This design comes from an exercise in tuning for small area, a short achievable clock period and few clock cycles per item on the open sky130 flow, not from production work.
The RTL was checked by simulation tests, not by an equivalence proof against the original design.

==> flow/design.v (outline; a module is shown in full before it is edited, if it fits) <==
// module pid_controller_anti_windup_core: 4701 lines
module pid_controller_anti_windup_core (
  input  logic                                      clk,
  input  logic                                      rst,
  input  logic                                      wr_en,
  input  logic [pidaw_pkg::CFG_IDX_W-1:0]           wr_index,
  input  logic [pidaw_pkg::CFG_DATA_W-1:0]          wr_data,
  input  logic                                      in_valid,
  output logic                                      in_stall,
  input  logic signed [pidaw_pkg::SAMPLE_WIDTH-1:0] feedback,
  input  logic [pidaw_pkg::TIME_W-1:0]              now_ms,
  output logic                                      out_valid,
  input  logic                                      out_stall,
  output logic signed [pidaw_pkg::DRIVE_W-1:0]      drive,
  output logic                                      sampled
);
  // ...
==> flow/flow/run.sh <==
#!/bin/bash
set -euo pipefail
sed 's/yosys synth -nofsm -noshare /yosys synth -nofsm -noshare -noabc /' synth_recipe.tcl > synth_noabc.tcl
grep -q -- '-noabc' synth_noabc.tcl
bash standard.sh SYNTH_SCRIPT="$PWD/synth_noabc.tcl" SETUP_SLACK_MARGIN=5.3 finish > standard.log 2>&1
==> flow/standard.sh <==
#!/bin/bash
# synth_recipe.tcl (not shown) runs the flow's synth.tcl, then flattens the netlist and writes it again
# the make line also repeats each setting of config.mk as NAME=value (left out here)
make -C /OpenROAD-flow-scripts/flow DESIGN_CONFIG=/design/flow/config.mk WORK_HOME=/design/flow/orfs CLKGATE_MAP_FILE= SYNTH_SCRIPT=/design/flow/synth_recipe.tcl "${@:-finish}"
==> flow/config.mk <==
export PLATFORM = sky130hd
export DESIGN_NAME = pid_controller_anti_windup_core
export DESIGN_NICKNAME = pid_controller_anti_windup_core
export VERILOG_FILES = /design/flow/design.v
export SDC_FILE = /design/flow/constraint.sdc
export NUM_CORES = 4
export LEC_CHECK = 0
export ABC_AREA = 1
export CAP_MARGIN = 20
export CORE_MARGIN = 2
export CORE_UTILIZATION = 60
export SLEW_MARGIN = 20
==> flow/constraint.sdc <==
create_clock -name core_clock -period 10.0 [get_ports {clk}]
set_input_delay 2.0000 -clock core_clock [delete_from_list [all_inputs] [get_ports {clk}]]
set_output_delay 2.0000 -clock core_clock [all_outputs]
set_load 0.01 [all_outputs]
==> summary.txt, run 1 <==
Status:
- The flow ran to the end and the layout has no timing, DRC or antenna violations.

Critical path:
- The critical path is of the flip-flop to flip-flop type.
- The critical path starts at gain_i[11].

Route:
- After detailed routing, the number of vias per cell comes to 6.557.
- The routed design uses 51920 um of met3 wire.
- Once detail routing completed, the nets flagged for antenna violations numbered 0.
- The met2 wire length is 175100 um.

Global routing:
- The met2 track demand over resource is 0.6396.
- The total global routing track utilization is 0.4221.

Cells and area:
- The layout filler cell count is 14760.
- Leaving out fill and tap cells, the most frequent cells in the layout are sky130_fd_sc_hd__nand2_1 (1452), sky130_fd_sc_hd__xor2_1 (1396), sky130_fd_sc_hd__inv_1 (1299).
- The filler-free cell count of the finished design is 14400.
- Non-clock buffers in the final layout number 365.
- Of the total standard cell area in the layout, the multi-input combinational portion is 0.6264.
- Leaving out fill and tap cells, the most frequent cell in the layout is sky130_fd_sc_hd__nand2_1.
- The largest registers in the layout are mcs x264, pa2 x49, integral x48.
- The multi-input combinational gate total is 8764.
- The area added between synthesis and finish is 9.117%.

Floorplan:
- The effective utilization at floorplan is 0.6044.
- The standard-cell row count is 157.
- Measured along the x axis, the die boundary spans 433.7 um.

Synth:
- sky130_fd_sc_hd__nand2_1 is the most common cell in the netlist.
- Ranked by total cell area, the synthesized netlist is headed by sky130_fd_sc_hd__fa_1 (23%), sky130_fd_sc_hd__edfxtp_1 (19%), sky130_fd_sc_hd__xor2_1 (11%).
- Of the post-synthesis cell area, the dominant cell type holds 0.2350.
- The fraction of registers with async set or reset after synthesis is 0.

CTS:
- The clock latency reported for the late side of the worst-skew pair is 840 ps.
- The count of instances resized after the clock tree is built is 92.
- The number of clock buffers inserted by TritonCTS is 132.
- The register clock-pin slew on the reported worst setup and hold paths is 60 ps.
- The number of setup buffers added after CTS is 23.

Timing:
- Setup repair after global routing could not meet its margin everywhere.

Worst hold path:
- The worst hold path belongs to the class flip-flop to flip-flop.
- The start point of the worst hold path is err2[13].
- The number of instances on the worst hold path is 0.
- The path with the worst hold slack has its endpoint at erri[13].
Testbench counts, summed over its fixed seeds: cycles 4,128, items 3,840.
==> inputs of run 2 (changes only) <==
--- a/flow/design.v
+++ b/flow/design.v
@@ -145,29 +145,43 @@
       y1 = (2*i+1 < 17) ? err_a[2*i+1] : err_a[16];
       y0 = err_a[2*i];
       ym = (i == 0) ? 1'b0 : err_a[2*i-1];
       err_enc_a[3*i]   = y0 ^ ym;
       err_enc_a[3*i+1] = (y1 & ~y0 & ~ym) | (~y1 & y0 & ym);
       err_enc_a[3*i+2] = y1;
     end
   end
-  wire [17:0] dm18_a = {1'b0, dmag_a};
-  logic [26:0] dm_enc_a;
+  wire [17:0] dmp18_a = {1'b0, diff_a[16:0]};
+  wire [17:0] dmn18_a = {1'b0, ndiff_a[16:0]};
+  logic [26:0] dmp_enc_a;
   always_comb begin
     for (int i = 0; i < 9; i++) begin
       logic y1, y0, ym;
-      y1 = (2*i+1 < 18) ? dm18_a[2*i+1] : dm18_a[17];
-      y0 = dm18_a[2*i];
-      ym = (i == 0) ? 1'b0 : dm18_a[2*i-1];
-      dm_enc_a[3*i]   = y0 ^ ym;
-      dm_enc_a[3*i+1] = (y1 & ~y0 & ~ym) | (~y1 & y0 & ym);
-      dm_enc_a[3*i+2] = y1;
+      y1 = (2*i+1 < 18) ? dmp18_a[2*i+1] : dmp18_a[17];
+      y0 = dmp18_a[2*i];
+      ym = (i == 0) ? 1'b0 : dmp18_a[2*i-1];
+      dmp_enc_a[3*i]   = y0 ^ ym;
+      dmp_enc_a[3*i+1] = (y1 & ~y0 & ~ym) | (~y1 & y0 & ym);
+      dmp_enc_a[3*i+2] = y1;
     end
   end
+  logic [26:0] dmn_enc_a;
+  always_comb begin
+    for (int i = 0; i < 9; i++) begin
+      logic y1, y0, ym;
+      y1 = (2*i+1 < 18) ? dmn18_a[2*i+1] : dmn18_a[17];
+      y0 = dmn18_a[2*i];
+      ym = (i == 0) ? 1'b0 : dmn18_a[2*i-1];
+      dmn_enc_a[3*i]   = y0 ^ ym;
+      dmn_enc_a[3*i+1] = (y1 & ~y0 & ~ym) | (~y1 & y0 & ym);
+      dmn_enc_a[3*i+2] = y1;
+    end
+  end
+  wire [26:0] dm_enc_a = diff_a[17] ? dmn_enc_a : dmp_enc_a;
   logic [26:0] err_enc1, dm_enc1;
   always_ff @(posedge clk) begin
     if (adv) begin
       err_enc1 <= err_enc_a;
       dm_enc1  <= dm_enc_a;
     end
   end
   logic [34-1:0] recip;
@@ -4669,19 +4683,29 @@
   wire fs4327 = fs4195 ^ mcs[257] ^ fc4194;
   wire fc4328 = (fs4195 & mcs[257]) | (fc4194 & (fs4195 ^ mcs[257]));
   wire fs4329 = hs4197 ^ 1'b1 ^ fc4196;
   wire fc4330 = (hs4197 & 1'b1) | (fc4196 & (hs4197 ^ 1'b1));
   wire fs4331 = mcs[260] ^ mcs[261] ^ hc4198;
   wire fc4332 = (mcs[260] & mcs[261]) | (hc4198 & (mcs[260] ^ mcs[261]));
   wire hs4333 = mcs[262] ^ 1'b1;
   wire hc4334 = mcs[262] & 1'b1;
-  wire [71:0] tsum = {1'b1, mcs[263], hs4333, fs4331, fs4329, fs4327, fs4325, fs4323, fs4321, fs4319, fs4317, fs4315, fs4313, fs4311, fs4309, fs4307, fs4305, fs4303, fs4301, fs4299, fs4297, fs4295, fs4293, fs4291, fs4289, fs4287, fs4285, fs4283, fs4281, fs4279, fs4277, fs4275, fs4273, fs4271, fs4269, fs4267, fs4265, fs4263, fs4261, fs4259, fs4257, fs4255, fs4253, fs4251, fs4249, fs4247, fs4245, fs4243, fs4241, fs4239, fs4237, fs4235, fs4233, fs4231, fs4229, fs4227, fs4225, fs4223, fs4221, fs4219, fs4217, fs4215, fs4213, fs4211, fs4209, fs4207, fs4205, fs4203, hs4201, hs4199, mcs[2], mcs[0]} + {1'b0, hc4334, fc4332, fc4330, fc4328, fc4326, fc4324, fc4322, fc4320, fc4318, fc4316, fc4314, fc4312, fc4310, fc4308, fc4306, fc4304, fc4302, fc4300, fc4298, fc4296, fc4294, fc4292, fc4290, fc4288, fc4286, fc4284, fc4282, fc4280, fc4278, fc4276, fc4274, fc4272, fc4270, fc4268, fc4266, fc4264, fc4262, fc4260, fc4258, fc4256, fc4254, fc4252, fc4250, fc4248, fc4246, fc4244, fc4242, fc4240, fc4238, fc4236, fc4234, fc4232, fc4230, fc4228, fc4226, fc4224, fc4222, fc4220, fc4218, fc4216, fc4214, fc4212, fc4210, fc4208, fc4206, fc4204, hc4202, hc4200, mcs[5], 1'b0, mcs[1]};
-  wire sat_ok = (tsum[71:47] == {25{tsum[71]}});
-  wire [31:0] drive_new = sat_ok ? tsum[47:16] : (tsum[71] ? 32'h80000000 : 32'h7fffffff);
+  wire [71:0] ra = {1'b1, mcs[263], hs4333, fs4331, fs4329, fs4327, fs4325, fs4323, fs4321, fs4319, fs4317, fs4315, fs4313, fs4311, fs4309, fs4307, fs4305, fs4303, fs4301, fs4299, fs4297, fs4295, fs4293, fs4291, fs4289, fs4287, fs4285, fs4283, fs4281, fs4279, fs4277, fs4275, fs4273, fs4271, fs4269, fs4267, fs4265, fs4263, fs4261, fs4259, fs4257, fs4255, fs4253, fs4251, fs4249, fs4247, fs4245, fs4243, fs4241, fs4239, fs4237, fs4235, fs4233, fs4231, fs4229, fs4227, fs4225, fs4223, fs4221, fs4219, fs4217, fs4215, fs4213, fs4211, fs4209, fs4207, fs4205, fs4203, hs4201, hs4199, mcs[2], mcs[0]};
+  wire [71:0] rb = {1'b0, hc4334, fc4332, fc4330, fc4328, fc4326, fc4324, fc4322, fc4320, fc4318, fc4316, fc4314, fc4312, fc4310, fc4308, fc4306, fc4304, fc4302, fc4300, fc4298, fc4296, fc4294, fc4292, fc4290, fc4288, fc4286, fc4284, fc4282, fc4280, fc4278, fc4276, fc4274, fc4272, fc4270, fc4268, fc4266, fc4264, fc4262, fc4260, fc4258, fc4256, fc4254, fc4252, fc4250, fc4248, fc4246, fc4244, fc4242, fc4240, fc4238, fc4236, fc4234, fc4232, fc4230, fc4228, fc4226, fc4224, fc4222, fc4220, fc4218, fc4216, fc4214, fc4212, fc4210, fc4208, fc4206, fc4204, hc4202, hc4200, mcs[5], 1'b0, mcs[1]};
+  wire [47:0] t_lo = {1'b0, ra[46:0]} + {1'b0, rb[46:0]};
+  wire [24:0] t_hi0 = ra[71:47] + rb[71:47];
+  wire [25:0] t_hi1x = {ra[71:47], 1'b1} + {rb[71:47], 1'b1};    
+  wire [24:0] t_hi1 = t_hi1x[25:1];
+  wire ok0 = (t_hi0 == 25'd0) | (t_hi0 == {25{1'b1}});
+  wire ok1 = (t_hi1 == 25'd0) | (t_hi1 == {25{1'b1}});
+  wire c47 = t_lo[47];
+  wire sat_ok = c47 ? ok1 : ok0;
+  wire t_sign = c47 ? t_hi1[24] : t_hi0[24];
+  wire t_b47 = c47 ? t_hi1[0] : t_hi0[0];
+  wire [31:0] drive_new = sat_ok ? {t_b47, t_lo[46:16]} : (t_sign ? 32'h80000000 : 32'h7fffffff);
   wire [31:0] held = skid_v ? skid_drive : drive;
   wire [31:0] res_drive = tkm ? drive_new : held;
   wire        res_in = vm & adv;
   always_comb begin
     skid_v_n = skid_v;
     if (rst) skid_v_n = 1'b0;
     else if (out_valid && !out_stall) skid_v_n = 1'b0;
     else if (out_valid && res_in) skid_v_n = 1'b1;
==> flow/flow/run.sh (replaced) <==
#!/bin/bash
set -euo pipefail
sed 's/yosys synth -nofsm -noshare /yosys synth -nofsm -noshare -noabc /' synth_recipe.tcl > synth_noabc.tcl
grep -q -- '-noabc' synth_noabc.tcl
bash standard.sh SYNTH_SCRIPT="$PWD/synth_noabc.tcl" SETUP_SLACK_MARGIN=5.7 finish > standard.log 2>&1
==> run 2 against run 1 <==
Die area fell by 0.64%. Clock skew barely moved. Worst setup slack improved by 410 ps. Design area decreased by 0.50%. Sequential cell count is the same. Cell count is 0.81% lower. Clock-buffer cell count fell by 8. Via count is 0.98% lower. Critical path depth rose by 18.
==> summary.txt, run 2 <==
Status:
- Result of the run: no timing/DRC/antenna violations (unchanged).

Synth:
- Top cells by area, synth: sky130_fd_sc_hd__fa_1 (24%), sky130_fd_sc_hd__edfxtp_1 (19%), sky130_fd_sc_hd__xor2_1 (11%) (was sky130_fd_sc_hd__fa_1 (23%), sky130_fd_sc_hd__edfxtp_1 (19%), sky130_fd_sc_hd__xor2_1 (11%)).
- The most used standard cell by instance count after synthesis is sky130_fd_sc_hd__xor2_1 (was sky130_fd_sc_hd__nand2_1).
- The synthesized area per cell is 9.240 um2 (was 9.224 um2).
- The part of the Yosys area used for sequential elements came to 0.2598 (was 0.2582).
- The fraction of registers with async set or reset after synthesis is 0 (unchanged).
- The number of synthesized register bits is 1075 (unchanged).
- The post-synthesis cell area is 110100 um2 (was 110800 um2).
- The number of flops mapped to enable cells by yosys was 707 (unchanged).
- The number of instances in the synthesized netlist came to 11910 (was 12010).
- The area share of the leading cell type in the synthesized netlist was 0.2368 (was 0.2350).
- The number of synthesis warnings is 1 (unchanged).
- The post-synthesis net count came to 13870 (was 13970).
- The number of distinct library cells after synthesis is 66 (was 72).
- The dominant synthesized flop cell is sky130_fd_sc_hd__edfxtp_1 (unchanged).
- Leading post-synthesis cells by instance count: sky130_fd_sc_hd__xor2_1 (1410), sky130_fd_sc_hd__nand2_1 (1382), sky130_fd_sc_hd__fa_1 (1302) (was sky130_fd_sc_hd__nand2_1 (1521), sky130_fd_sc_hd__xor2_1 (1404), sky130_fd_sc_hd__inv_1 (1322)).
- The cell type contributing the most total cell area after synthesis is sky130_fd_sc_hd__fa_1 (unchanged).

CTS:
- The maximum root-to-sink buffer count is 3 (unchanged).
- The cell chosen for the clock root was sky130_fd_sc_hd__clkbuf_16 (unchanged).
- The clock latency reported for the late side of the worst-skew pair is 850 ps (was 840 ps).
- The hold buffer count at CTS was 0 (unchanged).
- The number of clock sinks is 1075 (unchanged).
- The register clock-pin slew on the reported worst setup and hold paths is 60 ps (about the same).
- The number of clock buffers inserted by TritonCTS is 120 (was 132).
- The TritonCTS clock tree was yes (unchanged).
- The number of H-tree levels was 3 (was 4).

Timing:
- The transition time at the pin with the least slew margin is 1102 ps (was 1254 ps).
- The number of setup violations in the final report was 0 (unchanged).
- The highest achievable clock rate was 224.9 MHz (was 206.0 MHz).
- RSZ-0062 raised after global routing: true (unchanged).
- The final setup TNS was 0 ps (unchanged).
- The worst slew slack as a fraction of its limit was 0.2644 (was 0.1553).
- The final cycle utilization of the critical path is 0.4447 (was 0.4855).
- The final clock skew was 43.36 ps (was 43.09 ps).
- The final count of hold timing violations is 0 (unchanged).
- The time the worst path needs with I/O delays and setup is 4447 ps (was 4855 ps).
- The final count of pins violating max slew is 0 (unchanged).
- The final worst slack is 5553 ps (was 5145 ps).

Critical path:
- The largest driver fanout on the critical path is 8 (was 20).
- The arrival time at the worst endpoint is 5040 ps (was 5410 ps).
- The launching instance or port of the critical path is mcs[181] (was gain_i[11]).
- The master of the slowest instance on the critical path is sky130_fd_sc_hd__fa_1 (was sky130_fd_sc_hd__xor2_1).
- The slack of the worst reg-to-reg path is 5550 ps (was 5140 ps).
- The longest individual stage delay on the worst path was 580 ps (was 1050 ps).
- The critical register-to-register path endpoint is skid_drive[18] (was mcs[47]).
- The type of origin of the critical path is a flip-flop (unchanged).
- The endpoint type of the worst setup path is a flip-flop (unchanged).
- The launch point of the worst reg-to-reg path was mcs[181] (was gain_i[11]).
- Critical path cell sequence: fa_1 -> fa_1 -> inv_1 -> ha_2 -> inv_4 -> fa_2 -> nand3_4 -> nand2_4 -> nand2_2 -> nand2_2 -> inv_2 -> nand3b_1 -> nor2_1 -> nand3_1 -> nor2_1 -> nand2_1 -> nor2_4 -> nand3_4 -> nand3_4 -> nand2_8 -> nand2_8 -> nand3_2 -> buf_4 -> and2_1 (was inv_1 -> xor2_1 -> fa_1 -> fa_1 -> fa_1 -> fa_1).
- The critical setup path kind is flip-flop to flip-flop (unchanged).
- The number of buffer and inverter instances along the worst setup path is 4 (was 1).
- The cell with the most instances on the worst path is sky130_fd_sc_hd__nand3_4 (was sky130_fd_sc_hd__fa_1).
- The critical path data required time is 10590 ps (was 10550 ps).
- The cell class contributing the biggest share of worst-path delay is simple AND/OR/NAND/NOR gates (was adder cells).
- The depth of the most critical reg-to-reg path is 24 (was 6).

Cells and area:
- The final design area excluding fillers is 120300 um2 (was 120900 um2).
- The layout filler cell count is 14790 (was 14760).
- The number of flip-flops in the largest register is 264 (unchanged).
- The fraction of final layout cells with drive strength greater than 1 was 0.07465 (was 0.08301).
- Top Registers: mcs x264, pa2 x49, integral x48 (unchanged).
- The most common library cell in the layout ignoring fill and taps is sky130_fd_sc_hd__xor2_1 (was sky130_fd_sc_hd__nand2_1).
- The area used by sequential logic in the layout was 28640 um2 (was 28620 um2).
- Highest-count cells in the layout ignoring fill and taps: sky130_fd_sc_hd__xor2_1 (1396), sky130_fd_sc_hd__nand2_1 (1366), sky130_fd_sc_hd__fa_1 (1271) (was sky130_fd_sc_hd__nand2_1 (1452), sky130_fd_sc_hd__xor2_1 (1396), sky130_fd_sc_hd__inv_1 (1299)).
- The area added between synthesis and finish was 9.265% (was 9.117%).
- The register with the highest flop count is mcs (unchanged).
- The net total in the final layout is 13730 (was 13780).
- The multi-input gate area in the final layout is 74610 um2 (was 75710 um2).

Global routing:
- The number of global-route vias before repair was 94150 (was 94460).
- The pin count of the biggest net entering global routing came to 172 (was 148).
- The first-pass GRT wire length came to 575700 um (was 594000 um).
- The total global routing overflow is 0 (unchanged).
- The total global routing track utilization was 0.4071 (was 0.4221).
- The initial antenna violation count is 22 (unchanged).

Floorplan:
- The number of ports placed on the die boundary is 138 (unchanged).
- The horizontal die dimension is 432.3 um (was 433.7 um).
- The effective utilization at floorplan was 0.6024 (was 0.6044).
- The floorplan die height is 432.3 um (was 433.7 um).
- The area of the core is 182700 um2 (was 183300 um2).
- The total die area was 186900 um2 (was 188100 um2).
- The standard-cell row count was 157 (unchanged).

Worst hold path:
- The number of instances on the worst hold path came to 0 (unchanged).
- The capture endpoint of the worst hold path was erri[7] (was erri[13]).
- The class of the worst hold path was flip-flop to flip-flop (unchanged).
- The start point of the worst hold path is err2[7] (was err2[13]).

Placement:
- The post-place setup slack came to 4685 ps (was 4238 ps).
- The final HPWL from detailed placement is 274400 um (was 288600 um).
- The total of buffers placed on input and output ports is 137 (unchanged).
- The placed instance area was 113100 um2 (was 113800 um2).
- The placer congestion estimate is 1.041 (was 1.040).

Route:
- The wire length on met1 is 141100 um (was 147500 um).
- The DRC violation count after routing is 0 (unchanged).
- The number of vias per cell after detailed routing is 6.546 (was 6.557).
- The starting DRC count in detailed routing is 11830 (was 13180).
- The amount of wire on met3 after detailed routing is 47550 um (was 51920 um).
- The via count of the routed design was 93500 (was 94420).
- The routed length per placed instance is 27.05 um (was 28.03 um).
- The post-detailed-routing wire length is 386400 um (was 403600 um).
- The met2 wire length is 169400 um (was 175100 um).
- The count of TritonRoute iterations in the first routing pass is 17 (was 13).
- The highest routing layer actually used is met5 (unchanged).
- The post-detailed-route count of antenna-violating nets is 0 (unchanged).

Run:
- The count of maximum capacitance violations is 0 (unchanged).
run 2: worst max path at each step:
stage | slack, ps | depth (start not counted) | endpoint
after CTS | 5640 | 17 | integral[47]
after detailed placement | 4680 | 18 | integral[27]
after global routing | 5380 | 26 | drive[24]
after global placement | 4770 | 18 | integral[27]
after floorplan | 5700 | 11 | mcs[95]
final | 5550 | 24 | skid_drive[18]
run 2: cell type report:
type,count,share of cell area
flip-flops and latches,1075,0.2382
inverters,1403,0.04574
repair buffers,432,0.03497
well taps,2385,0.02481
repair inverters,7,0.0003329
diodes,17,0.0003538
clock inverters,70,0.006919
clock buffers,160,0.02829
multi-input cells,8735,0.6204
run 2: what timing repair did:
item	in CTS	in global routing
gates resized for setup	225	168
buffers inserted	63	58
gates cloned	7	8
pin swaps	30	62
endpoints found under the setup margin	368	348
run 2: stage by stage:
stage | utilization | hold WS [ps] | instances
after floorplan | - | 400.3 | 11910
after global placement | 0.6192 | 401.2 | 13900
after detailed placement | 0.6193 | 404.5 | 13900
after CTS | 0.6509 | 413.0 | 14200
after global routing | 0.6581 | 422.7 | 14270
final | 0.6583 | 412.4 | 14280
run 2: per-layer routing:
metal / track usage / up-vias
met5: 0 / -
met4: 0.2407 / 4
met3: 0.1175 / 1760
met2: 0.6253 / 6776
met1: 0.5121 / 45020
li1: - / 39930
run 2: worst reg2reg max path, cell delays in order, from the launching register on:
cell	delay (ps)
sky130_fd_sc_hd__edfxtp_1	400
sky130_fd_sc_hd__fa_1	580
sky130_fd_sc_hd__fa_1	440
sky130_fd_sc_hd__inv_1	80
sky130_fd_sc_hd__ha_2	180
sky130_fd_sc_hd__inv_4	50
sky130_fd_sc_hd__fa_2	410
sky130_fd_sc_hd__nand3_4	100
sky130_fd_sc_hd__nand2_4	80
sky130_fd_sc_hd__nand2_2	80
sky130_fd_sc_hd__nand2_2	60
sky130_fd_sc_hd__inv_2	50
sky130_fd_sc_hd__nand3b_1	90
sky130_fd_sc_hd__nor2_1	120
sky130_fd_sc_hd__nand3_1	70
sky130_fd_sc_hd__nor2_1	140
sky130_fd_sc_hd__nand2_1	110
sky130_fd_sc_hd__nor2_4	140
sky130_fd_sc_hd__nand3_4	100
sky130_fd_sc_hd__nand3_4	220
sky130_fd_sc_hd__nand2_8	160
sky130_fd_sc_hd__nand2_8	150
sky130_fd_sc_hd__nand3_2	90
sky130_fd_sc_hd__buf_4	160
sky130_fd_sc_hd__and2_1	130
run 2: logic make-up (layout without fill, tap and decap cells):
logic type	count (synthesis)	in the layout	synth area share
AOI/OAI and AO/OA	2842	2842	0.1507
adders and majority gates	1855	1855	0.2997
and+or+nand+nor	2530	2536	0.09684
DFF	1075	1075	0.2598
buffers and inverters	2107	2072	0.07337
xor gates and xnor gates	1502	1502	0.1195
other	0	17	0
Testbench counts of run 2, summed over its fixed seeds: cycles 4,128, items 3,840.

-- separate check: timing with driven ports --
Ports are ideal in the flow. The routed layouts listed here were re-timed in OpenROAD. Step 1 sets driving cells, clkbuf_16 on the clock port and buf_2 on the other inputs (assumed; they add their load-dependent delay and slew). Step 2, shift: input delay + t, output delay - t, t = (earliest + latest rising clock arrival at the registers) / 2. This alone moves slack from input paths to output paths. Three values: ideal, step 1, step 2; two values: the first two.
run	t (ns)	setup WS [ns]	worst register clock-pin slew, ns
run 1	0.903	5.145 / 5.145 / 5.145	0.07 / 0.07
run 2	0.916	5.553 / 5.553 / 5.270	0.08 / 0.08
After both steps setup and hold are still met in every run listed. For run 2, which loses most, drivers alone change the setup slack by 0.000 ns; drivers and shift together by -0.283 ns.
